This design comes from an exercise in tuning for small area on the open sky130 flow, not from production work. RTL that was checked went through simulation tests only; none was proved equivalent to the original. Function not checked in runs 3 and 4: the RTL went through the layout flow alone. Power figures rest on the tool's default switching activity, not on a simulated workload.

===== flow/run.sh =====
#!/bin/bash
# synth_recipe.tcl (not shown) runs the flow's synth.tcl, then flattens the netlist and writes it again
# the make line also repeats each setting of config.mk as NAME=value (left out here)
make -C /OpenROAD-flow-scripts/flow DESIGN_CONFIG=/design/flow/config.mk WORK_HOME=/design/flow/orfs CLKGATE_MAP_FILE= SYNTH_SCRIPT=/design/flow/synth_recipe.tcl finish

===== flow/design.v =====
`timescale 1ns/1ps
module apb_cfg_regs #(
	parameter int CNT_W = 7
) (
	input  logic             clk200_i,
	input  logic             gc_rst,
	input  logic             apb_psel_i,
	input  logic             apb_penable_i,
	input  logic             apb_pwrite_i,
	input  logic [7:0]       apb_paddr_i,
	input  logic [31:0]      apb_pwdata_i,
	output logic [31:0]      apb_prdata_o,
	output logic             apb_pready_o,
	output logic             apb_pslverr_o,
	output logic             cfg_enable,
	output logic             cfg_start,
	output logic [2:0]       cfg_mode,
	output logic [5:0]       cfg_index_bits,
	output logic [5:0]       cfg_stop_bits,
	output logic [13:0]      cfg_tdc_shift,
	output logic [31:0]      cfg_gate0,
	output logic [31:0]      cfg_gate1,
	output logic             gate0_set,
	output logic             gate1_set,
	input  logic [CNT_W-1:0] cnt_total,
	input  logic [CNT_W-1:0] cnt_click0,
	input  logic [CNT_W-1:0] cnt_click1,
	input  logic             cnt_latched
);
	localparam int TIME_W = 14;
	localparam logic [2:0] MODE_OFF = 3'd0;
	logic addr_hit;
	logic wr_en;
	assign addr_hit = (apb_paddr_i[7:5] == 3'd0) && (apb_paddr_i[1:0] == 2'd0);
	assign apb_pready_o  = 1'b1;
	assign apb_pslverr_o = apb_psel_i & apb_penable_i & ~addr_hit;
	assign wr_en         = apb_psel_i & apb_penable_i & apb_pwrite_i & addr_hit;
	always_ff @(posedge clk200_i or posedge gc_rst) begin
		if (gc_rst) begin
			cfg_enable     <= 1'b0;
			cfg_start      <= 1'b0;
			cfg_mode       <= MODE_OFF;
			cfg_index_bits <= '0;
			cfg_stop_bits  <= '0;
			cfg_tdc_shift  <= '0;
			gate0_set      <= 1'b0;
			gate1_set      <= 1'b0;
		end else if (wr_en) begin
			case (apb_paddr_i[4:2])
				3'd0: begin
					cfg_enable <= apb_pwdata_i[0];
					cfg_start  <= apb_pwdata_i[1];
					cfg_mode   <= apb_pwdata_i[4:2];
				end
				3'd1: begin
					cfg_index_bits <= apb_pwdata_i[5:0];
					cfg_stop_bits  <= apb_pwdata_i[13:8];
				end
				3'd2: cfg_tdc_shift <= apb_pwdata_i[TIME_W-1:0];
				3'd3: gate0_set <= 1'b1;
				3'd4: gate1_set <= 1'b1;
				default: ;
			endcase
		end
	end
	always_ff @(posedge clk200_i) begin
		if (wr_en && (apb_paddr_i[4:2] == 3'd3))
			cfg_gate0 <= apb_pwdata_i;
		if (wr_en && (apb_paddr_i[4:2] == 3'd4))
			cfg_gate1 <= apb_pwdata_i;
	end
	always_comb begin
		apb_prdata_o = '0;
		if (addr_hit) begin
			case (apb_paddr_i[4:2])
				3'd0: apb_prdata_o = {23'd0, cnt_latched, 3'd0, cfg_mode, cfg_start, cfg_enable};
				3'd1: apb_prdata_o = {16'd0, 2'd0, cfg_stop_bits, 2'd0, cfg_index_bits};
				3'd2: apb_prdata_o = {18'd0, cfg_tdc_shift};
				3'd3: apb_prdata_o = gate0_set ? cfg_gate0 : '0;
				3'd4: apb_prdata_o = gate1_set ? cfg_gate1 : '0;
				3'd5: apb_prdata_o = cnt_latched ? 32'(cnt_total) : '0;
				3'd6: apb_prdata_o = cnt_latched ? 32'(cnt_click0) : '0;
				default: apb_prdata_o = cnt_latched ? 32'(cnt_click1) : '0;
			endcase
		end
	end
endmodule
`timescale 1ns/1ps
module stop_frame_rx (
	input  logic        clk200_i,
	input  logic        gc_rst,
	input  logic        frame_i,
	input  logic        sdi_i,
	input  logic        cfg_enable,
	input  logic [5:0]  cfg_index_bits,
	input  logic [5:0]  cfg_stop_bits,
	input  logic [13:0] cfg_tdc_shift,
	output logic        stop_valid_o,
	output logic [31:0] t_sum_o,
	output logic [31:0] rec_tdc_o
);
	localparam int TDC_W = 32;
	localparam int STRETCH_CYCLES = 4;
	localparam logic [2:0] IDLE       = 3'd0;
	localparam logic [2:0] WAIT_FRAME = 3'd1;
	localparam logic [2:0] SKIP_INDEX = 3'd2;
	localparam logic [2:0] SHIFT_STOP = 3'd3;
	localparam logic [2:0] HOLD       = 3'd4;
	logic [2:0]       state;
	logic [6:0]       bit_cnt;
	logic             sdi_r;
	logic             sdi_2r;
	logic [TDC_W-1:0] shreg;
	logic             cnt_one;
	logic             cnt_end;
	logic [6:0]       cnt_dec;
	always_comb begin : tsum_add
		logic [14:0] lo;
		logic        c;
		lo = {1'b0, shreg[13:0]} + {1'b0, cfg_tdc_shift};
		t_sum_o[13:0] = lo[13:0];
		c = lo[14];
		for (int i = 14; i < TDC_W; i++) begin
			t_sum_o[i] = shreg[i] ^ c;
			c = c & shreg[i];
		end
	end
	assign rec_tdc_o = shreg;
	always_ff @(posedge clk200_i or posedge gc_rst) begin
		if (gc_rst) begin
			state <= IDLE;
		end else begin
			case (state)
				IDLE: begin
					if (cfg_enable)
						state <= WAIT_FRAME;
				end
				WAIT_FRAME: begin
					if (!cfg_enable)
						state <= IDLE;
					else if (frame_i)
						state <= SKIP_INDEX;
				end
				SKIP_INDEX: begin
					if (cnt_end)
						state <= SHIFT_STOP;
				end
				SHIFT_STOP: begin
					if (cnt_end)
						state <= HOLD;
				end
				HOLD: begin
					if (cnt_end)
						state <= WAIT_FRAME;
				end
				default: state <= IDLE;
			endcase
		end
	end
	assign cnt_one = bit_cnt == 7'd1;
	always_comb begin : cnt_sub
		logic b;
		b = 1'b1;
		for (int i = 0; i < 7; i++) begin
			cnt_dec[i] = bit_cnt[i] ^ b;
			b = b & ~bit_cnt[i];
		end
	end
	assign cnt_end = (state == SKIP_INDEX) ? (bit_cnt == 7'h7F) : cnt_one;
	always_ff @(posedge clk200_i) begin
		stop_valid_o <= (state == SHIFT_STOP) && cnt_one;
		if (state == WAIT_FRAME)
			bit_cnt <= {1'b0, cfg_index_bits};
		else if (cnt_end)
			bit_cnt <= (state == SKIP_INDEX) ? {1'b0, cfg_stop_bits} : 7'(STRETCH_CYCLES);
		else
			bit_cnt <= cnt_dec;
	end
	always_ff @(posedge clk200_i) begin
		sdi_r  <= sdi_i;
		sdi_2r <= sdi_r;
		if (state == SHIFT_STOP)
			shreg <= {shreg[TDC_W-2:0], sdi_2r};
		else if (state == HOLD)
			shreg <= t_sum_o;
		else
			shreg <= '0;
	end
endmodule
`timescale 1ns/1ps
module click_timestamp (
	input  logic        clk200_i,
	input  logic        gc_rst,
	input  logic        pps_i,
	input  logic        cfg_start,
	input  logic [2:0]  cfg_mode,
	input  logic [31:0] cfg_gate0,
	input  logic [31:0] cfg_gate1,
	input  logic        stop_valid_i,
	input  logic [31:0] t_sum_i,
	input  logic [31:0] rec_tdc_i,
	input  logic        gate0_set,
	input  logic        gate1_set,
	output logic        stop_run_o,
	output logic        hit_g0_o,
	output logic        hit_g1_o,
	output logic        gc_running_o,
	output logic        rec_valid_o,
	output logic [1:0]  rec_click_o,
	output logic [47:0] rec_gc_o
);
	localparam int GC_W   = 48;
	localparam int TIME_W = 14;
	localparam int GC_LATENCY = 12;
	localparam logic [2:0] MODE_NO_GATE = 3'd1;
	localparam logic [2:0] MODE_GATED   = 3'd2;
	localparam logic [1:0] IDLE       = 2'd0;
	localparam logic [1:0] WAIT_START = 2'd1;
	localparam logic [1:0] DETECT_PPS = 2'd2;
	localparam logic [1:0] RUN        = 2'd3;
	logic [1:0]        state;
	logic              pps_r;
	logic [GC_W-1:0]   gcb;
	logic [GC_W-1:0]   gcb_inc;
	logic [TIME_W-1:0] fine;
	logic [4:0]        q625;
	logic [9:0]        gate_mod;
	logic [3:0]        bucket;
	logic [3:0]        bucket_r;
	logic [3:0]        stamp_hi;
	logic [6:0]        stamp_lo;
	logic              hit_g0;
	logic              hit_g1;
	logic              phase_hi;
	logic              phase_zero;
	logic              stop_run;
	logic              rec_take;
	logic [1:0]        rec_code;
	assign fine = t_sum_i[TIME_W-1:0];
	tdc_div625 i_div (
		.fine_i (fine),
		.q_o    (q625),
		.r_o    (gate_mod)
	);
	always_comb begin
		case ({q625[4], q625[3:1]})
			4'b0000: bucket = 4'd1;
			4'b0001: bucket = 4'd2;
			4'b0010: bucket = 4'd3;
			4'b0011: bucket = 4'd4;
			4'b0100: bucket = 4'd5;
			4'b0101: bucket = 4'd6;
			4'b0110: bucket = 4'd7;
			4'b0111: bucket = 4'd8;
			default: bucket = 4'd9;
		endcase
	end
	assign phase_hi   = q625[0];
	assign phase_zero = (gate_mod == '0) && !q625[0];
	assign hit_g0 = gate0_set && gate_hit(gate_mod, cfg_gate0);
	assign hit_g1 = gate1_set && gate_hit(gate_mod, cfg_gate1);
	assign hit_g0_o = hit_g0;
	assign hit_g1_o = hit_g1;
	assign stop_run_o = stop_run;
	assign stop_run     = stop_valid_i && (state == RUN);
	assign gc_running_o = state == RUN;
	always_comb begin
		rec_take = 1'b0;
		rec_code = 2'b11;
		case (cfg_mode)
			MODE_NO_GATE: rec_take = 1'b1;
			MODE_GATED: begin
				rec_take = (hit_g0 | hit_g1) & ~phase_zero;
				rec_code = {~hit_g0, phase_hi};
			end
			default: rec_take = 1'b0;
		endcase
	end
	always_ff @(posedge clk200_i or posedge gc_rst) begin
		if (gc_rst) begin
			state       <= IDLE;
			rec_valid_o <= 1'b0;
		end else begin
			case (state)
				IDLE: state <= WAIT_START;
				WAIT_START: begin
					if (cfg_start && !pps_i)
						state <= DETECT_PPS;
				end
				DETECT_PPS: begin
					if (!cfg_start)
						state <= WAIT_START;
					else if (pps_i && !pps_r)
						state <= RUN;
				end
				default: ;
			endcase
			rec_valid_o <= stop_run & rec_take;
		end
	end
	always_ff @(posedge clk200_i) begin
		pps_r         <= pps_i;
		gcb           <= (state == RUN) ? gcb_inc : GC_W'(-(GC_LATENCY + 1));
		rec_click_o   <= rec_code;
		bucket_r      <= bucket;
	end
	always_comb begin
		case ({bucket_r[3], rec_tdc_i[TIME_W+2:TIME_W]})
			4'd0: stamp_hi = 4'd1;
			4'd1: stamp_hi = 4'd2;
			4'd2: stamp_hi = 4'd3;
			4'd3: stamp_hi = 4'd4;
			4'd4: stamp_hi = 4'd5;
			4'd5: stamp_hi = 4'd6;
			4'd6: stamp_hi = 4'd7;
			4'd7: stamp_hi = 4'd0;
			4'd8: stamp_hi = 4'd2;
			4'd9: stamp_hi = 4'd3;
			4'd10: stamp_hi = 4'd4;
			4'd11: stamp_hi = 4'd5;
			4'd12: stamp_hi = 4'd6;
			4'd13: stamp_hi = 4'd7;
			4'd14: stamp_hi = 4'd8;
			4'd15: stamp_hi = 4'd1;
			default: stamp_hi = 4'd0;
		endcase
	end
	assign stamp_lo = {stamp_hi, bucket_r[2:0]};
	always_comb begin : gc_chain
		logic c;
		logic p;
		c = 1'b1;
		for (int i = 0; i < 6; i++) begin
			gcb_inc[i] = gcb[i] ^ c;
			c = c & gcb[i];
		end
		p = 1'b1;
		for (int i = 6; i < GC_W; i++) begin
			gcb_inc[i]  = gcb[i] ^ (c & p);
			rec_gc_o[i] = gcb[i] ^ (stamp_lo[6] & p);
			p = p & gcb[i];
		end
		rec_gc_o[5:0] = stamp_lo[5:0];
	end
	function automatic logic gate_hit(input logic [9:0] gm, input logic [31:0] gate);
		logic [10:0] d;
		d = {1'b0, gm} - {1'b0, gate[9:0]};
		gate_hit = (gate[23:10] == '0) && (d[10:8] == 3'd0) && (d[7:0] < gate[31:24]);
	endfunction
endmodule
module tdc_div625 (
	input  logic [13:0] fine_i,
	output logic [4:0]  q_o,
	output logic [9:0]  r_o
);
	logic [4:0]  tq;
	logic [9:0]  tr;
	logic [10:0] s;
	logic        ge2;
	logic        ge1;
	always_comb begin
		case (fine_i[13:10])
			4'd0: begin tq = 5'd0; tr = 10'd0; end
			4'd1: begin tq = 5'd1; tr = 10'd399; end
			4'd2: begin tq = 5'd3; tr = 10'd173; end
			4'd3: begin tq = 5'd4; tr = 10'd572; end
			4'd4: begin tq = 5'd6; tr = 10'd346; end
			4'd5: begin tq = 5'd8; tr = 10'd120; end
			4'd6: begin tq = 5'd9; tr = 10'd519; end
			4'd7: begin tq = 5'd11; tr = 10'd293; end
			4'd8: begin tq = 5'd13; tr = 10'd67; end
			4'd9: begin tq = 5'd14; tr = 10'd466; end
			4'd10: begin tq = 5'd16; tr = 10'd240; end
			4'd11: begin tq = 5'd18; tr = 10'd14; end
			4'd12: begin tq = 5'd19; tr = 10'd413; end
			4'd13: begin tq = 5'd21; tr = 10'd187; end
			4'd14: begin tq = 5'd22; tr = 10'd586; end
			4'd15: begin tq = 5'd24; tr = 10'd360; end
			default: begin tq = 5'd0; tr = 10'd0; end
		endcase
	end
	assign s   = {1'b0, fine_i[9:0]} + {1'b0, tr};
	assign ge2 = s >= 11'd1250;
	assign ge1 = !ge2 && (s >= 11'd625);
	always_comb begin
		if (ge2)
			r_o = 10'(s - 11'd1250);
		else if (ge1)
			r_o = 10'(s - 11'd625);
		else
			r_o = s[9:0];
	end
	always_comb begin : q_add
		logic c;
		q_o[0] = tq[0] ^ ge1;
		c = tq[0] & ge1;
		q_o[1] = tq[1] ^ ge2 ^ c;
		c = (tq[1] & ge2) | (c & (tq[1] ^ ge2));
		for (int i = 2; i < 5; i++) begin
			q_o[i] = tq[i] ^ c;
			c = c & tq[i];
		end
	end
endmodule
`timescale 1ns/1ps
module click_rate_counters #(
	parameter int WINDOW_CYCLES = 1000,
	parameter int CNT_W = 7
) (
	input  logic             clk200_i,
	input  logic             gc_rst,
	input  logic             stop_run_i,
	input  logic             hit_g0_i,
	input  logic             hit_g1_i,
	input  logic             gc_running_i,
	output logic [CNT_W-1:0] cnt_total,
	output logic [CNT_W-1:0] cnt_click0,
	output logic [CNT_W-1:0] cnt_click1,
	output logic             cnt_latched,
	output logic             count_valid_o
);
	localparam int WIN_W = $clog2(WINDOW_CYCLES);
	logic [WIN_W-1:0] win_cnt;
	logic             win_end;
	logic             win_clr;
	logic [CNT_W-1:0] total_cnt;
	logic [CNT_W-1:0] click0_cnt;
	logic [CNT_W-1:0] click1_cnt;
	logic [CNT_W-1:0] total_r;
	logic [CNT_W-1:0] click0_r;
	logic [CNT_W-1:0] click1_r;
	function automatic logic [WIN_W-1:0] inc_w(input logic [WIN_W-1:0] a, input logic ci);
		logic c;
		c = ci;
		for (int i = 0; i < WIN_W; i++) begin
			inc_w[i] = a[i] ^ c;
			c = c & a[i];
		end
	endfunction
	function automatic logic [CNT_W-1:0] inc_c(input logic [CNT_W-1:0] a, input logic ci);
		logic c;
		c = ci;
		for (int i = 0; i < CNT_W; i++) begin
			inc_c[i] = a[i] ^ c;
			c = c & a[i];
		end
	endfunction
	assign win_end = gc_running_i && ((win_cnt & WIN_W'(WINDOW_CYCLES - 1))
		== WIN_W'(WINDOW_CYCLES - 1));
	assign win_clr = !gc_running_i || win_end;
	always_ff @(posedge clk200_i) begin
		if (win_clr)
			win_cnt <= '0;
		else
			win_cnt <= inc_w(win_cnt, 1'b1);
	end
	always_ff @(posedge clk200_i) begin
		if (!gc_running_i) begin
			total_cnt  <= '0;
			click0_cnt <= '0;
			click1_cnt <= '0;
		end else if (win_end) begin
			total_cnt  <= CNT_W'(stop_run_i);
			click0_cnt <= CNT_W'(stop_run_i & hit_g0_i);
			click1_cnt <= CNT_W'(stop_run_i & hit_g1_i);
		end else begin
			if (stop_run_i)
				total_cnt <= inc_c(total_cnt, 1'b1);
			if (stop_run_i & hit_g0_i)
				click0_cnt <= inc_c(click0_cnt, 1'b1);
			if (stop_run_i & hit_g1_i)
				click1_cnt <= inc_c(click1_cnt, 1'b1);
		end
	end
	always_ff @(posedge clk200_i) begin
		if (win_end) begin
			total_r  <= total_cnt;
			click0_r <= click0_cnt;
			click1_r <= click1_cnt;
		end
	end
	assign cnt_total  = total_r;
	assign cnt_click0 = click0_r;
	assign cnt_click1 = click1_r;
	always_ff @(posedge clk200_i or posedge gc_rst) begin
		if (gc_rst) begin
			count_valid_o <= 1'b0;
			cnt_latched   <= 1'b0;
		end else begin
			count_valid_o <= win_end;
			if (win_end)
				cnt_latched <= 1'b1;
		end
	end
endmodule
`timescale 1ns/1ps
module tdc_click_top #(
	parameter int WINDOW_CYCLES = 1000
) (
	input  logic        clk200_i,
	input  logic        gc_rst,
	input  logic        apb_psel_i,
	input  logic        apb_penable_i,
	input  logic        apb_pwrite_i,
	input  logic [7:0]  apb_paddr_i,
	input  logic [31:0] apb_pwdata_i,
	output logic [31:0] apb_prdata_o,
	output logic        apb_pready_o,
	output logic        apb_pslverr_o,
	input  logic        frame_i,
	input  logic        sdi_i,
	input  logic        pps_i,
	output logic        rec_valid_o,
	output logic [1:0]  rec_click_o,
	output logic [47:0] rec_gc_o,
	output logic [31:0] rec_tdc_o,
	output logic        count_valid_o
);
	localparam int CNT_W = $clog2(WINDOW_CYCLES / 8 + 2);
	logic        cfg_enable;
	logic        cfg_start;
	logic [2:0]  cfg_mode;
	logic [5:0]  cfg_index_bits;
	logic [5:0]  cfg_stop_bits;
	logic [13:0] cfg_tdc_shift;
	logic [31:0] cfg_gate0;
	logic [31:0] cfg_gate1;
	logic        gate0_set;
	logic        gate1_set;
	logic [CNT_W-1:0] cnt_total;
	logic [CNT_W-1:0] cnt_click0;
	logic [CNT_W-1:0] cnt_click1;
	logic             cnt_latched;
	logic        stop_valid;
	logic [31:0] t_sum;
	logic        stop_run;
	logic        hit_g0;
	logic        hit_g1;
	logic        gc_running;
	apb_cfg_regs #(
		.CNT_W (CNT_W)
	) i_apb_regs (
		.clk200_i       (clk200_i),
		.gc_rst         (gc_rst),
		.apb_psel_i     (apb_psel_i),
		.apb_penable_i  (apb_penable_i),
		.apb_pwrite_i   (apb_pwrite_i),
		.apb_paddr_i    (apb_paddr_i),
		.apb_pwdata_i   (apb_pwdata_i),
		.apb_prdata_o   (apb_prdata_o),
		.apb_pready_o   (apb_pready_o),
		.apb_pslverr_o  (apb_pslverr_o),
		.cfg_enable     (cfg_enable),
		.cfg_start      (cfg_start),
		.cfg_mode       (cfg_mode),
		.cfg_index_bits (cfg_index_bits),
		.cfg_stop_bits  (cfg_stop_bits),
		.cfg_tdc_shift  (cfg_tdc_shift),
		.cfg_gate0      (cfg_gate0),
		.cfg_gate1      (cfg_gate1),
		.gate0_set      (gate0_set),
		.gate1_set      (gate1_set),
		.cnt_total      (cnt_total),
		.cnt_click0     (cnt_click0),
		.cnt_click1     (cnt_click1),
		.cnt_latched    (cnt_latched)
	);
	stop_frame_rx i_frame_rx (
		.clk200_i       (clk200_i),
		.gc_rst         (gc_rst),
		.frame_i        (frame_i),
		.sdi_i          (sdi_i),
		.cfg_enable     (cfg_enable),
		.cfg_index_bits (cfg_index_bits),
		.cfg_stop_bits  (cfg_stop_bits),
		.cfg_tdc_shift  (cfg_tdc_shift),
		.stop_valid_o   (stop_valid),
		.t_sum_o        (t_sum),
		.rec_tdc_o      (rec_tdc_o)
	);
	click_timestamp i_timestamp (
		.clk200_i      (clk200_i),
		.gc_rst        (gc_rst),
		.pps_i         (pps_i),
		.cfg_start     (cfg_start),
		.cfg_mode      (cfg_mode),
		.cfg_gate0     (cfg_gate0),
		.cfg_gate1     (cfg_gate1),
		.gate0_set     (gate0_set),
		.gate1_set     (gate1_set),
		.stop_valid_i  (stop_valid),
		.t_sum_i       (t_sum),
		.rec_tdc_i     (rec_tdc_o),
		.stop_run_o    (stop_run),
		.hit_g0_o      (hit_g0),
		.hit_g1_o      (hit_g1),
		.gc_running_o  (gc_running),
		.rec_valid_o   (rec_valid_o),
		.rec_click_o   (rec_click_o),
		.rec_gc_o      (rec_gc_o)
	);
	click_rate_counters #(
		.WINDOW_CYCLES (WINDOW_CYCLES),
		.CNT_W         (CNT_W)
	) i_rate_cnt (
		.clk200_i      (clk200_i),
		.gc_rst        (gc_rst),
		.stop_run_i    (stop_run),
		.hit_g0_i      (hit_g0),
		.hit_g1_i      (hit_g1),
		.gc_running_i  (gc_running),
		.cnt_total     (cnt_total),
		.cnt_click0    (cnt_click0),
		.cnt_click1    (cnt_click1),
		.cnt_latched   (cnt_latched),
		.count_valid_o (count_valid_o)
	);
endmodule

===== flow/config.mk =====
export PLATFORM = sky130hd
export DESIGN_NAME = tdc_click_top
export DESIGN_NICKNAME = tdc_click_top
export VERILOG_FILES = /design/flow/design.v
export SDC_FILE = /design/flow/constraint.sdc
export NUM_CORES = 4
export LEC_CHECK = 0
export CAP_MARGIN = 20
export CORE_MARGIN = 2
export CORE_UTILIZATION = 40
export SLEW_MARGIN = 20

===== flow/constraint.sdc =====
create_clock -name core_clock -period 11.0 [get_ports {clk200_i}]
set_input_delay 2.2000 -clock core_clock [delete_from_list [all_inputs] [get_ports {clk200_i}]]
set_output_delay 2.2000 -clock core_clock [all_outputs]
set_load 0.01 [all_outputs]

==> results of run 1 <==
cells in the mapped netlist (4+ instances only):
cell,number
o21bai_1,4
inv_1,90
buf_2,4
a31oi_1,6
nor4b_1,4
buf_1,4
a221oi_1,7
a211oi_1,6
or2_2,7
a21boi_0,5
a21oi_1,68
nor2_1,113
a22oi_1,40
ha_1,138
and3_1,28
xor2_1,45
a311oi_1,8
buf_4,4
dfrtp_1,41
and2_1,13
nor2b_1,8
and4_1,5
nand2_1,134
nand2b_1,14
or3_1,13
o21ai_0,53
fa_1,5
a22o_1,38
o31ai_1,5
mux2i_1,16
o21a_1,13
mux2_2,40
nand3_1,47
a21o_1,18
o211ai_1,8
or4_1,5
nor4_1,13
clkbuf_1,53
nor3_1,14
dfxtp_1,128
xnor2_1,63
edfxtp_1,85
nand4_1,19
registers in the layout, summed over array words and instances (netlist names), 4 cells and up:
register / count
i_apb_regs.cfg_stop_bits: 6
i_timestamp.gcb: 48
i_rate_cnt.click1_cnt: 7
i_apb_regs.cfg_gate1: 32
i_rate_cnt.win_cnt: 10
i_rate_cnt.click0_r: 7
i_apb_regs.cfg_tdc_shift: 14
i_apb_regs.cfg_index_bits: 6
i_rate_cnt.click0_cnt: 7
i_rate_cnt.total_r: 7
i_rate_cnt.total_cnt: 7
i_frame_rx.bit_cnt: 7
i_timestamp.bucket_r: 4
i_rate_cnt.click1_r: 7
i_apb_regs.cfg_gate0: 32
i_frame_rx.shreg: 32
final cells by class:
class,count,area [um^2]
Tap cell,461,577
Clock buffer,35,748
Timing Repair Buffer,176,1730
Clock inverter,19,221
Inverter,92,350
Multi-Input combinational cell,1067,7810
Fill cell,3285,18100
Sequential cell,254,6140
layout by cell type (no fill, tap or decap), types with 7 or more instances in the layout:
cell type,count
and3_1,28
xor2_1,44
a22o_1,38
ha_1,137
xnor2_1,63
nand2_1,134
o211ai_1,8
a311oi_1,8
clkinv_2,7
a22oi_1,40
buf_4,12
edfxtp_1,85
inv_1,89
mux2_2,40
nand3_1,47
a21o_1,18
a21oi_1,68
a221oi_1,7
dfrtp_1,41
or2_2,7
clkbuf_16,29
dfxtp_1,128
nor4_1,12
nor2b_1,8
o21ai_0,53
or3_1,13
and2_1,13
nand4_1,19
nor2_1,111
nor3_1,12
nand2b_1,14
o21a_1,13
mux2i_1,16
clkdlybuf4s50_1,164
worst max path at each step:
stage	slack, ns	cells past startpoint	startpoint	end
finish	0.89	45	i_apb_regs.cfg_tdc_shift[0]	i_rate_cnt.click0_cnt[6]
global placement	1.01	44	i_apb_regs.cfg_tdc_shift[0]	i_rate_cnt.click0_cnt[6]
floorplan	2.36	42	i_apb_regs.cfg_tdc_shift[0]	i_rate_cnt.click0_cnt[6]
global route	-0.02	45	i_frame_rx.shreg[0]	i_rate_cnt.click0_cnt[6]
detailed placement	0.85	43	i_apb_regs.cfg_tdc_shift[0]	i_rate_cnt.click1_cnt[6]
CTS	0.82	43	i_apb_regs.cfg_tdc_shift[0]	i_rate_cnt.click1_cnt[6]
metal layers:
metal / share of wire [%] / wire length [um] / vias to the layer above
met5: 0 / 0 / -
met4: 2.0 / 755 / 0
met3: 4.9 / 1830 / 49
met2: 47 / 17400 / 252
met1: 46 / 17400 / 5435
li1: - / - / 5586
what timing repair did:
action,4_1_cts,5_1_grt
gates resized for setup,0,3
endpoints found under the setup margin,0,8
buffers inserted,0,0
cells by family (layout without fill, tap and decap cells):
| kind of cell | after synthesis | after routing |
|---|---|---|
| and+or+nand+nor | 449 | 449 |
| xor gates and xnor gates | 108 | 108 |
| other | 1 | 1 |
| DFF | 254 | 254 |
| muxes | 58 | 58 |
| adders and majority gates | 143 | 143 |
| AOI/OAI and AO/OA | 308 | 308 |
| buffers and inverters | 158 | 322 |
power groups by stage:
| stage | registers [mW] | logic, mW | clock network, mW |
|---|---|---|---|
| CTS | 1.03 | 0.945 | 1.02 |
| finish | 1.03 | 0.944 | 0.992 |
| floorplan | 1.04 | 0.681 | 0 |
| detailed placement | 1.05 | 0.934 | 0 |
| global placement | 1.05 | 0.936 | 0 |
| global route | 1.03 | 1.07 | 1.06 |
==> impl_results.md, run 1 <==
* Status: no timing/DRC/antenna violations
* Mux cell area share after synthesis at 4.51%
* Die height at 195 um
* Final setup vio count at 0
* Share of the synthesized area in the top cell type at 17.6%
* Hold buffers post-CTS at 0
* Worst r2r path cells at 45
* # DRC at 0
* Clock Tree Buf Depth at 3
* Synth Flop Type: dfxtp_1
* Die footprint at 37,900 um^2
* Yosys warns at 5
* Count of distinct cell types in the synthesized netlist at 79
* Cell Rows at between 60 and 70
* Area grow syn2layout at 21.0%
* Via density per instance at roughly 5.4
* Antenna Nets Post-Route at 0
* Worst setup SP type: flop
* Net Sw Frac at between 30% and 40%
* CP delay by family, top: compound AO/OA/AOI/OAI gates
* Flop-to-flop setup slack at between 0.8 and 0.9 ns
* Largest area contributor in the netlist: dfxtp_1
* Fin crit share at between 90 and 100%
* Met1 Use GR at around a quarter
* CTS tree: yes
* Core region area at about 36,000 um^2
* Worst-margin pin slew at a little over 1 ns
* Final worst slack at approximately 0.89 ns
* Mean routed wirelength per cell at between 15 and 20 um
* Post-synthesis sequential area ratio at between 40% and 50%
* Worst hold start: i_frame_rx.sdi_r
* Post-synthesis compound-gate area fraction at 14.8%
* Post-Synth Adder-Cell Area at approximately an eighth
* Met3 GRT Util at 3.31%
* Crit Reg-Reg Endpoint: i_rate_cnt.click0_cnt[6]
* Synth Area in Simple Gates at 15.0%
* Initial cell density of the core at 40.8%
* First-pass GRT wire length at 59.5 mm
* Largest family of logic cells by synthesized area: simple AND/OR/NAND/NOR gates
* NetSw at roughly 0.97 mW
* Slowest cell on crit path: a2111oi_0
* Pleak at 7.48 nW
* Flops & latches, synth at between 200 and 300
* Initial antenna violation count at 0
* Critical Path RT at about 12 ns
* Max Cap Viol at 0
* DR iter-0 viols at 623
* Setup TNS at 0 ns
* CP max FO at 8
* Flop pwr share at between 30% and 40%
* Finished Cell Area at roughly 18,000 um^2
* Most used cell, CP: ha_1
* CP endpoint kind: flop
* Inserted Diodes at 0
* Die width at roughly 190 um
* Largest incremental delay on the critical path at 0.54 ns
* Largest net degree at the start of global routing at 61
* Pre-CTS WS at about 0.85 ns
* Final wirelength at between 30 and 40 mm
* Syn Area/Cell at 9.83 um^2
* Mapped Cells at around 1,500
* Placed cell areas at 16,600 um^2
* Ratio of cells with drive above 1 in the final layout at slightly above 8%
* Dominant cells by area after synthesis: dfxtp_1 18%, edfxtp_1 18%, ha_1 12%
* Max VDD drop at 111 uV
* Mapped Nets at around 1,700
* Max Slew Vio Count at 0
* Post-Syn Area at 14,500 um^2
* GRT Max-Usage Layer: met2
* Tot Pwr at between 2 and 3 mW
* Post-synth EDFFs at 85
* Grt ovf at 0
* Post-detail-place hpwl at approximately 28 mm
* Logic pwr share at about a third
* Clock Power Share at 33.4%
* Post-Synth XOR/XNOR Area at about 6.5%
* Clk sinks at roughly 250
* Hold Fails Final Rpt at 0
* Reg-to-Reg Start: i_apb_regs.cfg_tdc_shift[0]
* M2 GR Usage at approximately 33%
* Fmax at 98.9 MHz
* Clock buffer count from CTS at 29
* Final non-filler cell total at ~2,100
* GPL Wtd Cong at slightly below 0.9
* Crit path DAT at 10.63 ns
* Vias in the first global route at approximately 11,000
* Final nets at between 1,500 and 2,000
* Routed via count at around 11,000
* Post-Place Cells at approximately 2,000
* Hold crit path type: flop to flop
* IO buf count at 164
* Hold Path End: i_frame_rx.sdi_2r
* Hold path depth at 0
* Crit Path Class: flop to flop
* Root Buffer: clkbuf_16
* Num ports at about 170
* Max_slew headroom at 30.8%
* Buf+Inv Stages, Crit Path at 6
* PD cells at roughly 170 nW/um^2
* Skew final at 0.0141 ns
* Hold Slack at around 0.33 ns
* DRT Pass-1 Iters at 5
* Clock latency (worst-skew pair) at about 0.58 ns
* Clock slew at reported path FFs at 0.06 ns
* Async set-or-reset flop fraction in the synthesized netlist at 16.1%
* Total GRT Usage at between 10% and 20%
* Pint at about 2.0 mW
* Post-layout util at 49.3%
* H-tree levels at 1
* Minimum clock period at between 10 and 15 ns
==> run 2: changes to the inputs <==
==> flow/flow/run.sh (new file) <==
#!/bin/bash
# Own layout flow: the standard ORFS flow, with the port buffers made
# from the smallest buffer cell instead of the default pick.
set -euo pipefail
export BUFFER_PORTS_ARGS="-buffer_cell sky130_fd_sc_hd__buf_1"
bash standard.sh finish > standard_flow.log 2>&1
==> flow/standard.sh (new file) <==
#!/bin/bash
# synth_recipe.tcl (not shown) runs the flow's synth.tcl, then flattens the netlist and writes it again
# the make line also repeats each setting of config.mk as NAME=value (left out here)
make -C /OpenROAD-flow-scripts/flow DESIGN_CONFIG=/design/flow/config.mk WORK_HOME=/design/flow/orfs CLKGATE_MAP_FILE= SYNTH_SCRIPT=/design/flow/synth_recipe.tcl "${@:-finish}"
removed: flow/run.sh
==> impl_results.md, run 2 <==
* First-pass GRT wire length at between 50 and 60 mm
* Die height at 195 um
* Top post-synthesis cells by count: 138 x ha_1, 134 x nand2_1, 128 x dfxtp_1, 113 x nor2_1, 90 x inv_1
* Async set-or-reset flop fraction in the synthesized netlist at 16.1%
* Synth Flop Type: dfxtp_1
* Max Cap Viol at 0
* Worst setup SP type: flop
* Num ports at roughly 170
* Largest net degree at the start of global routing at 42
* Inserted Diodes at 0
* Antenna Nets Post-Route at 0
* Critical Path RT at roughly 12 ns
* Via density per instance at around 5.3
* DR iter-0 viols at around 550
* Clock buffer count from CTS at 29
* Final nets at between 1,500 and 2,000
* Ratio of cells with drive above 1 in the final layout at a little over 8%
* Crit path DAT at roughly 11 ns
* Clock slew at reported path FFs at ~0.06 ns
* Status: no timing/DRC/antenna violations
* DRT Pass-1 Iters at 4
* Hold crit path type: flop to flop
* Share of the synthesized area in the top cell type at between 10% and 20%
* Initial antenna violation count at 0
* Mean routed wirelength per cell at 17.0 um
* Fin crit share at approximately 90%
* H-tree levels at 1
* Commonest non-fill, non-tap cell in the layout: buf_1
* Worst-margin pin slew at just under 1 ns
* Skew final at about 0.016 ns
* Syn Area/Cell at ~10 um^2
* Hold Fails Final Rpt at 0
* Minimum clock period at 10.01 ns
* Flops & latches, synth at 254
* # DRC at 0
* Core region area at between 30,000 and 40,000 um^2
* Mapped Nets at roughly 1,700
* Unrepaired setup endpoints after global routing: no
* Largest incremental delay on the critical path at 0.61 ns
* Commonest non-fill, non-tap cells in the layout: 164 x buf_1, 137 x ha_1, 134 x nand2_1
* Setup TNS at 0 ns
* CP max FO at 9
* Pleak at 7.05 nW
* Max Slew Vio Count at 0
* IO buf count at 164
* Initial cell density of the core at 40.8%
* Post-layout util at 46.5%
* Placed cell areas at 15,600 um^2
* Routed via count at around 11,000
* Root Buffer: clkbuf_16
* Die width at a little under 200 um
* Count of distinct cell types in the synthesized netlist at 79
* Clk sinks at 254
* CP endpoint kind: flop
* Most flops, register: i_timestamp.gcb
* Largest area contributor in the netlist: dfxtp_1
* Area grow syn2layout at 14.1%
* Slowest cell on crit path: xnor2_1
* Vias in the first global route at approximately 11,000
* Total GRT Usage at between 10% and 20%
* Final setup vio count at 0
* Clock latency (worst-skew pair) at approximately 0.58 ns
* Clock Tree Buf Depth at 3
* Yosys warns at 5
* Max_slew headroom at around a third
* Fmax at 99.9 MHz
* Max VDD drop at roughly 120 uV
* Tot Pwr at 2.92 mW
* Most used cell, CP: ha_1
* Post-synth EDFFs at 85
* Cell Rows at roughly 70
* Mapped Cells at ~1,500
* Dominant cells by area after synthesis: dfxtp_1 18%, edfxtp_1 18%, ha_1 12%
* Grt ovf at 0
* Die footprint at between 30,000 and 40,000 um^2
* CTS tree: yes
* Post-Syn Area at between 10,000 and 15,000 um^2
* Most frequent cell after synthesis: ha_1
* Post-detail-place hpwl at ~27 mm
* Finished Cell Area at 16,600 um^2
* PD cells at 176 nW/um^2
* Final wirelength at roughly 36 mm
* GPL Wtd Cong at a little under 0.9
* Post-synthesis sequential area ratio at ~42%
* Crit Path Class: flop to flop
* Max reg flops at 48
==> run 2: final timing paths <==
check	end	startpoint	cells after the start	slack, ns
hold reg to reg	i_frame_rx.sdi_2r	i_frame_rx.sdi_r	0	0.34
min in group asynchronous	i_frame_rx.state[0]	gc_rst	2	1.81
setup reg to reg	i_rate_cnt.click0_cnt[6]	i_apb_regs.cfg_tdc_shift[1]	42	0.99
hold / removal	i_frame_rx.sdi_2r	i_frame_rx.sdi_r	0	0.34
setup / recovery	i_rate_cnt.click0_cnt[6]	i_apb_regs.cfg_tdc_shift[1]	42	0.99
max in group asynchronous	i_apb_regs.gate1_set	gc_rst	2	8.60
==> run 2: kinds of logic after synthesis <==
family | after synthesis | share of synthesized area [%]
other | 1 | 0.0258
adders and majority gates | 143 | 12.6
muxes | 58 | 4.51
and+or+nand+nor | 449 | 15.0
DFF | 254 | 42.2
AOI/OAI and AO/OA | 308 | 14.8
xor gates and xnor gates | 108 | 6.51
buffers and inverters | 158 | 4.30
==> run 2: cell type report <==
type | instances | area (um^2)
Clock buffer | 37 | 807
Clock inverter | 17 | 194
Fill cell | 3433 | 19100
Inverter | 92 | 350
Multi-Input combinational cell | 1067 | 7810
Sequential cell | 254 | 6140
Tap cell | 461 | 577
Timing Repair Buffer | 176 | 706
==> run 2: metal layers <==
layer	routed length, um	track usage [%]	vias to the layer above	part of all wire (%)
met2	16400	30.7	264	46
met3	2010	3.33	63	5.6
met5	0	0	-	0
met1	16200	24.9	5286	45
met4	1120	5.84	0	3.1
li1	-	-	5599	-
==> run 2: power by group <==
part	internal [mW]	leakage, nW	total, mW	switching, mW
clock network	0.595	0.498	1.00	0.405
registers	1.00	2.42	1.03	0.0281
logic	0.364	4.13	0.893	0.529
==> run 2: through the flow <==
stage	setup WS [ns]	instances	hold slack [ns]
2_1_floorplan	2.36	1479	0.310
3_3_place_gp	1.06	2050	0.322
3_5_place_dp	0.837	2050	0.320
4_1_cts	0.786	2104	0.351
5_1_grt	0.0876	2104	0.353
6_report	0.993	2104	0.344
==> run 2: worst max-delay path: cells and delay by family (launching register included) <==
| family | cells | cell delay, ns |
|---|---|---|
| simple gates | 13 | 2.85 |
| buf+inv | 4 | 0.59 |
| xor+xnor | 2 | 0.70 |
| flops | 1 | 0.42 |
| fa+ha+maj | 5 | 1.34 |
| compound gates | 17 | 3.76 |
| mux | 1 | 0.30 |
==> run 2: what timing repair did <==
item,in CTS,in global routing
resized for setup,0,2
setup endpoints to repair,0,8
buffers inserted,0,0
hold buffers,0,0
==> run 3: changes to the inputs <==
--- a/flow/design.v
+++ b/flow/design.v
@@ -159,4 +159,5 @@
 	end
 	assign cnt_one = bit_cnt == 7'd1;
+	assign stop_valid_o = (state == HOLD) && (bit_cnt == 7'(STRETCH_CYCLES));
 	always_comb begin : cnt_sub
 		logic b;
@@ -169,5 +170,4 @@
 	assign cnt_end = (state == SKIP_INDEX) ? (bit_cnt == 7'h7F) : cnt_one;
 	always_ff @(posedge clk200_i) begin
-		stop_valid_o <= (state == SHIFT_STOP) && cnt_one;
 		if (state == WAIT_FRAME)
 			bit_cnt <= {1'b0, cfg_index_bits};
@@ -473,4 +473,5 @@
 		end
 	end
+	assign count_valid_o = gc_running_i && (win_cnt == '0) && cnt_latched;
 	always_ff @(posedge clk200_i) begin
 		if (win_end) begin
@@ -485,8 +486,6 @@
 	always_ff @(posedge clk200_i or posedge gc_rst) begin
 		if (gc_rst) begin
-			count_valid_o <= 1'b0;
 			cnt_latched   <= 1'b0;
 		end else begin
-			count_valid_o <= win_end;
 			if (win_end)
 				cnt_latched <= 1'b1;
==> flow/flow/run.sh (replaced) <==
#!/bin/bash
# Own layout flow: the standard ORFS flow with three changes
#  - synthesis maps the logic with an area-oriented ABC script (abc_lean.script)
#    at the real clock period, and without the full/half adder cell extraction;
#    registers, their names and cell types are as in the standard synthesis
#  - the port buffers use the smallest buffer cell
# Every tool's output goes to a log file in this folder.
set -euo pipefail
WORK=$(pwd)
FLOWDIR=$WORK/flow
# synthesis script: the standard flow's, with ABC's mapping script swapped
{
  head -n 1 synth_recipe.tcl
  cat <<TCL
proc abc {args} {
  set i [lsearch -exact \$args -script]
  if { \$i >= 0 } { set args [lreplace \$args [expr {\$i + 1}] [expr {\$i + 1}] $FLOWDIR/abc_lean.script] }
  set i [lsearch -exact \$args -D]
  if { \$i >= 0 } { set args [lreplace \$args [expr {\$i + 1}] [expr {\$i + 1}] [expr {int(\$::env(FLOW_PERIOD_NS) * 1000)}]] }
  puts "lean abc: \$args"
  yosys abc {*}\$args
}
TCL
  tail -n +2 synth_recipe.tcl
} > lean_synth.tcl
sed "s#$WORK/synth_recipe.tcl#$WORK/lean_synth.tcl#" standard.sh > lean_standard.sh
grep -q lean_synth.tcl lean_standard.sh
export BUFFER_PORTS_ARGS="-buffer_cell sky130_fd_sc_hd__buf_1"
bash lean_standard.sh "ADDER_MAP_FILE=" finish > flow_make.log 2>&1
==> flow/flow/abc_lean.script (new file) <==
strash
&get -n
&fraig -x
&put
dc2
strash
&get -n
&dch -f
&nf {D}
&put
--- a/flow/config.mk
+++ b/flow/config.mk
@@ -9,3 +9,6 @@
 export CORE_MARGIN = 2
 export CORE_UTILIZATION = 40
+export CTS_BUF_LIST = sky130_fd_sc_hd__clkbuf_16
+export CTS_CLUSTER_DIAMETER = 60
+export CTS_CLUSTER_SIZE = 25
 export SLEW_MARGIN = 20
==> impl_results.md, run 3 <==
* Final nets at around 1,600
* Clock Tree Buf Depth at 3
* Clock slew at reported path FFs at approximately 0.080 ns
* Async set-or-reset flop fraction in the synthesized netlist at ~16%
* Reg-to-Reg Start: i_apb_regs.cfg_tdc_shift[0]
* Final setup vio count at 0
* Hold Fails Final Rpt at 0
* Commonest non-fill, non-tap cell in the layout: buf_1
* Post-detail-place hpwl at 24.2 mm
* Seq. cell area at ~6100 um^2
* Commonest non-fill, non-tap cells in the layout: 164 x buf_1, 142 x nand2_1, 129 x nor2_1
* CP endpoint kind: flop
* Worst setup SP type: flop
* Syn Area/Cell at between 9 and 10 um^2
* Critical path origin: i_apb_regs.cfg_tdc_shift[0]
* NetSw at between 0.7 and 0.8 mW
* Logic pwr share at 17.4%
* # DRC at 0
* Flop pwr share at 44.8%
* DRT Pass-1 Iters at 5
* Root Buffer: clkbuf_16
* GPL Wtd Cong at 0.881
* Mean routed wirelength per cell at 17.1 um
* Mapped Cells at approximately 1,300
* Max VDD drop at around 110 uV
* Routed via count at between 10,000 and 15,000
* Die width at between 150 and 200 um
* Pint at 1.63 mW
* Num ports at around 170
* Mapped Nets at roughly 1,400
* Skew final at between 0.015 and 0.02 ns
* Initial antenna violation count at 1
* Flops & latches, synth at 252
* Unrepaired setup endpoints after global routing: no
* Share of the synthesized area in the top cell type at between 20% and 30%
* Ratio of cells with drive above 1 in the final layout at 6.31%
* Finished Cell Area at about 15,000 um^2
* Initial cell density of the core at 40.4%
* Count of distinct cell types in the synthesized netlist at 63
* Most used cell, CP: maj3_1
* Max Slew Vio Count at 0
* CTS tree: yes
* Worst hold start: i_frame_rx.sdi_r
* Area of the multi-input gates at 6570 um^2
* Hold crit path type: flop to flop
* Hold Slack at roughly 0.34 ns
* Yosys warns at 5
* Hold buffers post-CTS at 0
* Die footprint at between 30,000 and 40,000 um^2
* Max_slew headroom at between 20% and 30%
* Antenna Nets Post-Route at 0
* Total GRT Usage at 19.6%
* Most flops, register: i_timestamp.gcb
* Pleak at 5.51 nW
* Post-layout util at 47.9%
* Tot Pwr at between 2 and 2.5 mW
* Post-synth EDFFs at 85
* Area grow syn2layout at 18.6%
* Fmax at between 90 and 100 MHz
* Slowest cell on crit path: dfrtp_1
* Via density per instance at 5.42
* Clock buffer count from CTS at 24
* Minimum clock period at 10.52 ns
* Placed cell areas at between 10,000 and 15,000 um^2
* Final wirelength at between 30 and 40 mm
* Crit path DAT at approximately 11 ns
* Status: no timing/DRC/antenna violations
* Clock latency (worst-skew pair) at 0.54 ns
* Clock Power Share at between 30% and 40%
* Core region area at 31,400 um^2
* Largest incremental delay on the critical path at about 0.42 ns
* Top post-synthesis cells by count: 142 x nand2_1, 131 x nor2_1, 127 x dfxtp_1, 106 x xnor2_1, 87 x a21oi_1
* Worst-margin pin slew at between 1 and 1.5 ns
* PD cells at between 150 and 200 nW/um^2
* IO buf count at between 150 and 200
* Critical Path RT at approximately 11 ns
* Max Cap Viol at 0
* Largest net degree at the start of global routing at 50
* Clk sinks at approximately 250
* Cell Rows at 65
* CP max FO at 9
* Most frequent cell after synthesis: nand2_1
* Filler instances at around 3,000
* Fin crit share at 95.7%
* Die height at about 180 um
* Grt ovf at 0
* Vias in the first global route at ~9,900
* DR iter-0 viols at a little under 800
* Setup TNS at 0 ns
* First-pass GRT wire length at around 52 mm
* Max reg flops at 48
* Net Sw Frac at about 31%
* Crit Path Class: flop to flop
* CP delay by family, top: adder cells
* Post-synthesis sequential area ratio at just under 50%
* H-tree levels at 1
* Post-Syn Area at approximately 13,000 um^2
* Synth Flop Type: dfxtp_1
* Buf+Inv Stages, Crit Path at 2
* Dominant cells by area after synthesis: edfxtp_1 20%, dfxtp_1 20%, dfrtp_1 7.9%
* Largest area contributor in the netlist: edfxtp_1
==> run 3: changes by cell type in the layout (fill, tap and decap cells not counted), sizes merged, moves of 15 or more <==
cell / previous run / this run
a21oi: 68 / 87
a22o: 38 / 10
a22oi: 40 / 24
and2: 13 / 42
and3: 28 / 43
buf: 176 / 197
clkinv: 8 / 42
ha: 138 / 0
inv: 98 / 13
maj3: 0 / 18
nor2: 113 / 131
o21ai: 54 / 78
xnor2: 63 / 106
xor2: 45 / 28
==> run 3: power by group through the flow <==
stage | clock, mW | combinational [mW] | sequential (mW)
2_1_floorplan | 0 | 0.297 | 1.06
3_3_place_gp | 0 | 0.397 | 1.07
3_5_place_dp | 0 | 0.405 | 1.07
4_1_cts | 0.913 | 0.408 | 1.05
5_1_grt | 0.949 | 0.458 | 1.06
6_report | 0.888 | 0.409 | 1.05
==> run 3: final cells by class <==
| class | instances | share of cell area [%] |
|---|---|---|
| Clock buffer | 26 | 4.33 |
| Clock inverter | 18 | 1.35 |
| Multi-Input combinational cell | 1022 | 43.7 |
| Antenna cell | 1 | 0.0166 |
| Tap cell | 402 | 3.35 |
| Inverter | 39 | 0.974 |
| Timing Repair Buffer | 197 | 5.74 |
| Sequential cell | 252 | 40.6 |
==> run 3: worst register-to-register path: cells and delay by family, from the launching register on <==
family | cells | cell delay, ns
AOI/OAI and AO/OA | 13 | 3.09
xor gates and xnor gates | 3 | 0.49
adders and majority gates | 14 | 5.41
buffers and inverters | 2 | 0.34
DFF | 1 | 0.42
and+or+nand+nor | 5 | 0.69
==> run 3: path summary, 6_finish.rpt <==
kind                       slack (ns)                        to  cells past startpoint
max                              0.48  i_rate_cnt.click0_cnt[6]                     37
min in group asynchronous        1.75      i_timestamp.state[1]                      3
max reg2reg                      0.48  i_rate_cnt.click0_cnt[6]                     37
min reg2reg                      0.34         i_frame_rx.sdi_2r                      0
max in group asynchronous        8.87    i_apb_regs.cfg_mode[0]                      3
min                              0.34         i_frame_rx.sdi_2r                      0
==> run 3: logic make-up (layout without fill, tap and decap cells) <==
group,count (synthesis),after routing,share of synthesized area (%)
buffers and inverters,43,280,1.39
adder cells (fa/ha/maj),18,18,1.42
AND/OR/NAND/NOR,513,513,19.7
AO/OA/AOI/OAI,318,318,16.2
multiplexers,32,32,2.82
XOR/XNOR,140,140,10.3
flip-flops,252,252,48.1
other,1,2,0.0296
==> run 3: what timing repair did <==
action	4_1_cts	5_1_grt
pin swaps	0	9
cloned	0	0
resized for setup	6	23
buffers inserted	0	5
endpoints found under the setup margin	10	16
==> run 3: per-stage QoR <==
stage	instances	worst slack, ns
finish	1957	0.477
global route	1956	0.00307
CTS	1951	0.0381
detailed placement	1907	-0.362
global placement	1907	-0.0531
floorplan	1317	0.293
==> run 3: per-layer routing <==
layer	track usage [%]	vias up	wire length, um
met5	0	-	0
met1	26.2	5045	15200
met4	6.74	0	1010
met3	3.01	49	1690
met2	32.4	244	15500
li1	-	5274	-
==> run 4: changes to the inputs <==
--- a/flow/config.mk
+++ b/flow/config.mk
@@ -9,6 +9,5 @@
 export CORE_MARGIN = 2
 export CORE_UTILIZATION = 40
-export CTS_BUF_LIST = sky130_fd_sc_hd__clkbuf_16
-export CTS_CLUSTER_DIAMETER = 60
-export CTS_CLUSTER_SIZE = 25
+export CTS_BUF_LIST = sky130_fd_sc_hd__clkbuf_8
+export CTS_CLUSTER_SIZE = 20
 export SLEW_MARGIN = 20
==> impl_results.md, run 4 <==
* Critical path origin: i_apb_regs.cfg_tdc_shift[0]
* Worst hold start: i_frame_rx.sdi_r
* Mapped Cells at roughly 1,300
* Initial antenna violation count at 1
* Die width at between 150 and 200 um
* Largest net degree at the start of global routing at 50
* Grt ovf at 0
* Post-Place Cells at 1,907
* Cell Rows at 65
* Tot Pwr at ~2.4 mW
* Share of the synthesized area in the top cell type at around a fifth
* IO buf count at approximately 160
* Final wirelength at approximately 34 mm
* Die footprint at 33,100 um^2
* Max Slew Vio Count at 0
* CP endpoint kind: flop
* Flops & latches, synth at roughly 250
* Mapped Nets at 1,365
* Area grow syn2layout at 19.6%
* Routed via count at around 11,000
* Final non-filler cell total at approximately 2,000
* Final setup vio count at 0
* Core region area at ~31,000 um^2
* Most flops, register: i_timestamp.gcb
* Worst setup SP type: flop
* Root Buffer: clkbuf_8
* Pre-CTS WS at -0.362 ns
* CP max FO at 9
* Minimum clock period at 10.53 ns
* Status: no timing/DRC/antenna violations
* CTS tree: yes
* DR iter-0 viols at 817
* Largest incremental delay on the critical path at 0.41 ns
* Clk sinks at 252
* Top post-synthesis cells by count: 142 x nand2_1, 131 x nor2_1, 127 x dfxtp_1, 106 x xnor2_1, 87 x a21oi_1
* Max reg flops at 48
* Synth Flop Type: dfxtp_1
* Vias in the first global route at roughly 10,000
* Max Cap Viol at 0
* Mean routed wirelength per cell at 16.9 um
* Post-detail-place hpwl at roughly 24 mm
* Pleak at between 5 and 6 nW
* Finished Cell Area at about 15,000 um^2
* Hold buffers post-CTS at 0
* Crit path DAT at about 11 ns
* Fmax at about 95 MHz
* # DRC at 0
* First-pass GRT wire length at between 50 and 60 mm
* Async set-or-reset flop fraction in the synthesized netlist at around 16%
* Placed cell areas at ~14,000 um^2
* Worst-margin pin slew at 1.18 ns
* Most frequent cell after synthesis: nand2_1
* Yosys warns at 5
* Clock Tree Buf Depth at 3
* Crit Path Class: flop to flop
* Clock buffer count from CTS at 44
* Final worst slack at 0.470 ns
* Total GRT Usage at between 15 and 20%
* Reg-to-Reg Start: i_apb_regs.cfg_tdc_shift[0]
* Via density per instance at around 5.4
* Commonest non-fill, non-tap cells in the layout: 164 x buf_1, 142 x nand2_1, 129 x nor2_1
* Most used cell, CP: maj3_1
* Dominant cells by area after synthesis: edfxtp_1 20%, dfxtp_1 20%, dfrtp_1 7.9%
* GPL Wtd Cong at 0.881
* Hold Fails Final Rpt at 0
* Post-synthesis sequential area ratio at approximately 48%
* Filler instances at roughly 3,000
* Count of distinct cell types in the synthesized netlist at 63
* Post-Syn Area at 12,700 um^2
* PD cells at roughly 160 nW/um^2
* Antenna Nets Post-Route at 0
* Clock slew at reported path FFs at about 0.060 ns
* Final nets at approximately 1,600
* Max VDD drop at about 76 uV
* Commonest non-fill, non-tap cell in the layout: buf_1
* Largest area contributor in the netlist: edfxtp_1
* Die height at 182 um
* Slowest cell on crit path: dfrtp_1
* Skew final at roughly 0.022 ns
* Max_slew headroom at 20.7%
* Syn Area/Cell at between 9 and 10 um^2
* Initial cell density of the core at between 40% and 50%
* Post-synth EDFFs at 85
* H-tree levels at 2
* Ratio of cells with drive above 1 in the final layout at under 10%
* Critical Path RT at roughly 11 ns
* Num ports at around 170
* Fin crit share at a little over nine tenths
* Hold crit path type: flop to flop
* DRT Pass-1 Iters at 6
* Clock latency (worst-skew pair) at between 0.5 and 0.6 ns
## run 4: worst paths after layout
kind                                          endpoint  slack [ns]  cells after the start
setup / recovery              i_rate_cnt.click0_cnt[6]        0.47                     37
hold / removal                       i_frame_rx.sdi_2r        0.33                      0
setup reg to reg              i_rate_cnt.click0_cnt[6]        0.47                     37
hold reg to reg                      i_frame_rx.sdi_2r        0.33                      0
max in group asynchronous  i_apb_regs.cfg_stop_bits[4]        8.87                      3
min in group asynchronous         i_timestamp.state[0]        1.75                      3
## run 4: cell type report
class                      count  area, um^2  share of cell area, %
clock buffer                  56         771                   5.08
timing repair buffer         197         863                   5.69
inverter                      39         146                  0.965
multi-input combinational   1022        6580                   43.4
antenna                        1        2.50                 0.0165
sequential                   252        6100                   40.2
tap                          402         503                   3.32
clock inverter                26         203                   1.34
## run 4: repair_timing
action	CTS	global route
pin swaps	0	8
endpoints found under the setup margin	10	16
gates cloned	0	0
gates resized for setup	7	24
buffers inserted	0	5
## run 4: metal layers
layer	global-route usage (%)	routed length [um]
met1	25.9	15100
met2	32.5	15500
met3	4.03	1890
met4	8.42	1300
met5	0	0
## run 4: where the power goes
group	total (mW)	switching, mW	internal (mW)
Combinational	0.408	0.259	0.149
Clock	0.931	0.397	0.533
Sequential	1.05	0.0506	1.00
## run 4: kinds of logic (layout without fill, tap and decap cells)
logic type	Yosys count	count (layout)	share of synthesized area (%)
adder cells (fa/ha/maj)	18	18	1.42
buffers and inverters	43	318	1.39
other	1	2	0.0296
multiplexers	32	32	2.82
flip-flops	252	252	48.1
AND/OR/NAND/NOR	513	513	19.7
XOR/XNOR	140	140	10.3
AO/OA/AOI/OAI	318	318	16.2
## run 4: worst max-delay path, delay by kind of cell, from the launching register on
kind | cells | cell delay [ns]
simple gates | 5 | 0.68
xor+xnor | 3 | 0.48
flops | 1 | 0.41
buf+inv | 2 | 0.35
fa+ha+maj | 14 | 5.43
compound gates | 13 | 3.05
## run 4: through the flow
stage | util, % | setup TNS, ns | hold slack, ns
after detailed placement | 44.6 | -2.01 | 0.319
after global placement | 44.6 | -0.108 | 0.317
after global routing | 48.3 | -0.00678 | 0.345
final | 48.3 | 0 | 0.328
after floorplan | - | 0 | 0.310
after CTS | 47.8 | 0 | 0.333
==> run 5: changes to the inputs <==
--- a/flow/design.v
+++ b/flow/design.v
@@ -159,5 +159,4 @@
 	end
 	assign cnt_one = bit_cnt == 7'd1;
-	assign stop_valid_o = (state == HOLD) && (bit_cnt == 7'(STRETCH_CYCLES));
 	always_comb begin : cnt_sub
 		logic b;
@@ -170,4 +169,5 @@
 	assign cnt_end = (state == SKIP_INDEX) ? (bit_cnt == 7'h7F) : cnt_one;
 	always_ff @(posedge clk200_i) begin
+		stop_valid_o <= (state == SHIFT_STOP) && cnt_one;
 		if (state == WAIT_FRAME)
 			bit_cnt <= {1'b0, cfg_index_bits};
@@ -473,5 +473,4 @@
 		end
 	end
-	assign count_valid_o = gc_running_i && (win_cnt == '0) && cnt_latched;
 	always_ff @(posedge clk200_i) begin
 		if (win_end) begin
@@ -486,6 +485,8 @@
 	always_ff @(posedge clk200_i or posedge gc_rst) begin
 		if (gc_rst) begin
+			count_valid_o <= 1'b0;
 			cnt_latched   <= 1'b0;
 		end else begin
+			count_valid_o <= win_end;
 			if (win_end)
 				cnt_latched <= 1'b1;
--- a/flow/config.mk
+++ b/flow/config.mk
@@ -8,6 +8,6 @@
 export CAP_MARGIN = 20
 export CORE_MARGIN = 2
-export CORE_UTILIZATION = 40
-export CTS_BUF_LIST = sky130_fd_sc_hd__clkbuf_8
-export CTS_CLUSTER_SIZE = 20
+export CORE_UTILIZATION = 65
+export CTS_CLUSTER_DIAMETER = 80
+export CTS_CLUSTER_SIZE = 30
 export SLEW_MARGIN = 20
==> impl_results.md, run 5 <==
* Post-Syn Area at 12,500 um^2
* Ratio of cells with drive above 1 in the final layout at 4.02%
* Max_slew headroom at 30.3%
* Antenna Nets Post-Route at 0
* Max Slew Vio Count at 0
* Total GRT Usage at ~29%
* Count of distinct cell types in the synthesized netlist at 60
* Root Buffer: clkbuf_16
* Clock latency (worst-skew pair) at between 0.5 and 0.6 ns
* Fmax at 95.0 MHz
* Commonest non-fill, non-tap cell in the layout: buf_1
* Die width at 143 um
* Fin crit share at ~96%
* Final nets at 1,531
* Worst-margin pin slew at 1.04 ns
* Hold Path End: i_frame_rx.sdi_2r
* Largest incremental delay on the critical path at 0.45 ns
* Core region area at roughly 19,000 um^2
* Initial antenna violation count at 0
* Synth Flop Type: dfxtp_1
* CTS tree: yes
* Most flops, register: i_timestamp.gcb
* Final non-filler cell total at about 1,700
* Crit path DAT at 10.95 ns
* Num ports at 166
* Clock slew at reported path FFs at around 0.11 ns
* # DRC at 0
* Syn Area/Cell at between 9 and 10 um^2
* Status: no timing/DRC/antenna violations
* First-pass GRT wire length at ~47 mm
* Worst setup SP type: flop
* Worst hold start: i_frame_rx.sdi_r
* Die footprint at 20,400 um^2
* Grt ovf at 0
* Mean routed wirelength per cell at between 15 and 20 um
* Via density per instance at 5.98
* Commonest non-fill, non-tap cells in the layout: 164 x buf_1, 131 x nor2_1, 130 x nand2_1
* Pleak at a little over 5 nW
* Skew final at 0.0218 ns
* Post-synthesis sequential area ratio at 49.1%
* H-tree levels at 1
* Hold crit path type: flop to flop
* Async set-or-reset flop fraction in the synthesized netlist at 16.1%
* Mapped Nets at between 1,000 and 1,500
* CP max FO at 8
* Post-detail-place hpwl at roughly 22 mm
* Most used cell, CP: maj3_1
* Crit Path Class: flop to flop
* GPL Wtd Cong at between 0.9 and 1
* Setup TNS at 0 ns
* Mapped Cells at ~1,300
* Critical Path RT at between 10 and 15 ns
* Clock buffer count from CTS at 14
* Final setup vio count at 0
* Inserted Diodes at 0
* Routed via count at between 10,000 and 15,000
* Initial cell density of the core at approximately 67%
* Largest net degree at the start of global routing at 53
* Hold Fails Final Rpt at 0
* Max Cap Viol at 0
* Final wirelength at between 30 and 40 mm
* Flop-to-flop setup slack at between 0.4 and 0.5 ns
* Clock Tree Buf Depth at 3
* Hold buffers post-CTS at 0
* Die height at approximately 140 um
* Hold path depth at 0
* Share of the synthesized area in the top cell type at 20.5%
* PD cells at approximately 140 nW/um^2
* DRT Pass-1 Iters at 6
* Slowest cell on crit path: dfrtp_1
* Worst r2r path cells at 35
* Vias in the first global route at 9,501
* Top post-synthesis cells by count: 131 x nor2_1, 130 x nand2_1, 128 x dfxtp_1, 102 x xnor2_1, 91 x a21oi_1
* Crit Reg-Reg Endpoint: i_timestamp.rec_valid_o
* Area grow syn2layout at 13.0%
* Critical path origin: i_apb_regs.cfg_tdc_shift[1]
* Post-synth EDFFs at 85
* IO buf count at around 160
* Dominant cells by area after synthesis: dfxtp_1 20%, edfxtp_1 20%, dfrtp_1 8.2%
* Flops & latches, synth at roughly 250
* Max reg flops at 48
* Largest area contributor in the netlist: dfxtp_1
* CP endpoint kind: flop
* Max VDD drop at ~100 uV
* Cell Rows at 50
* Most frequent cell after synthesis: nor2_1
* Minimum clock period at 10.53 ns
* DR iter-0 viols at between 700 and 800
* Post-Place Cells at around 1,700
* Reg-to-Reg Start: i_apb_regs.cfg_tdc_shift[1]
* Yosys warns at 5
* Clk sinks at about 250
## run 5: routing by layer
layer | wire [um] | global-route usage (%)
met5 | 0 | 0
met4 | 750 | 8.39
met3 | 1930 | 3.89
met2 | 14700 | 49.4
met1 | 12700 | 38.6
## run 5: logic make-up after synthesis
family / Yosys count / share of synthesized area (%)
other: 1 / 0.0300
and+or+nand+nor: 503 / 19.8
DFF: 254 / 49.1
buffers and inverters: 38 / 1.26
AOI/OAI and AO/OA: 303 / 15.3
xor gates and xnor gates: 134 / 9.86
adders and majority gates: 21 / 1.68
muxes: 33 / 2.95
## run 5: worst max-delay path, delay by kind of cell (launching register included)
family / cells / cell delay, ns
fa+ha+maj: 12 / 4.77
compound gates: 15 / 3.44
xor+xnor: 4 / 0.89
simple gates: 3 / 0.67
flops: 1 / 0.45
buf+inv: 1 / 0.22
## run 5: area by class of cell
cell class | count | area, um^2
multi-input combinational | 995 | 6310
sequential | 254 | 6140
fill | 1403 | 4650
timing repair buffer | 184 | 766
clock buffer | 17 | 383
tap | 234 | 293
inverter | 34 | 128
clock inverter | 7 | 103
## run 5: how the worst max path moves through the flow
stage	endpoint	slack [ns]	cells past startpoint
4_1_cts	i_timestamp.rec_valid_o	0.07	36
3_3_place_gp	i_rate_cnt.click0_cnt[1]	0.24	36
5_1_grt	i_rate_cnt.click0_cnt[6]	-0.01	36
2_1_floorplan	i_rate_cnt.click0_cnt[1]	0.26	35
3_5_place_dp	i_rate_cnt.click0_cnt[6]	-0.06	35
6_report	i_timestamp.rec_valid_o	0.47	35
## run 5: timing repair
item,CTS,global route
pin swaps,0,3
buffers inserted,0,4
gates resized for setup,2,13
endpoints found under the setup margin,6,16
## run 5: through the flow
| stage | total power, mW | util, % | instance area, um^2 | hold slack (ns) | setup WS (ns) |
|---|---|---|---|---|---|
| after global placement | 1.45 | 72.1 | 13500 | 0.312 | 0.243 |
| after global routing | 2.15 | 75.2 | 14100 | 0.343 | -0.0113 |
| after floorplan | 1.36 | - | 12500 | 0.310 | 0.258 |
| after detailed placement | 1.46 | 72.1 | 13500 | 0.315 | -0.0597 |
| after CTS | 2.05 | 74.7 | 14000 | 0.339 | 0.0673 |
| final | 2.05 | 75.2 | 14100 | 0.336 | 0.468 |
## run 5: where the power goes
part           switching, mW  leakage [nW]  total [mW]  internal (mW)
clock                  0.337         0.233       0.605          0.269
sequential            0.0509          2.39        1.06           1.01
combinational          0.237          2.52       0.378          0.141

-- port drivers added, routing unchanged --
The results above use ideal ports. As a check the final layouts listed here were re-extracted and re-timed, cells and wires unchanged. Step 1 (the two cells are an assumption about what drives the block):
set clk [get_ports {clk200_i}]
set_driving_cell -lib_cell sky130_fd_sc_hd__clkbuf_16 $clk
set_driving_cell -lib_cell sky130_fd_sc_hd__buf_2 [delete_from_list [all_inputs] $clk]
Step 2 moves the port delays by t, midway between the first and last clock arrival at a register: inputs arrive t later, outputs are due t later. That takes back most of the time a late clock gives input paths. Three values: ideal, step 1, step 2; two values: the first two.
run | t, ns | slack for setup (ns) | hold WS [ns] | latest minus earliest clock arrival (ns)
run 1 | 0.625 | 0.889 / 0.889 / 0.889 | 0.331 / 0.331 / 0.331 | 0.014 / 0.015
run 2 | 0.627 | 0.993 / 0.993 / 0.993 | 0.344 / 0.344 / 0.344 | 0.018 / 0.017
run 3 | 0.579 | 0.477 / 0.477 / 0.477 | 0.342 / 0.342 / 0.342 | 0.020 / 0.020
run 4 | 0.590 | 0.470 / 0.470 / 0.470 | 0.328 / 0.328 / 0.328 | 0.022 / 0.022
run 5 | 0.542 | 0.468 / 0.468 / 0.468 | 0.336 / 0.336 / 0.336 | 0.022 / 0.022
After both steps every run listed still meets setup and hold.
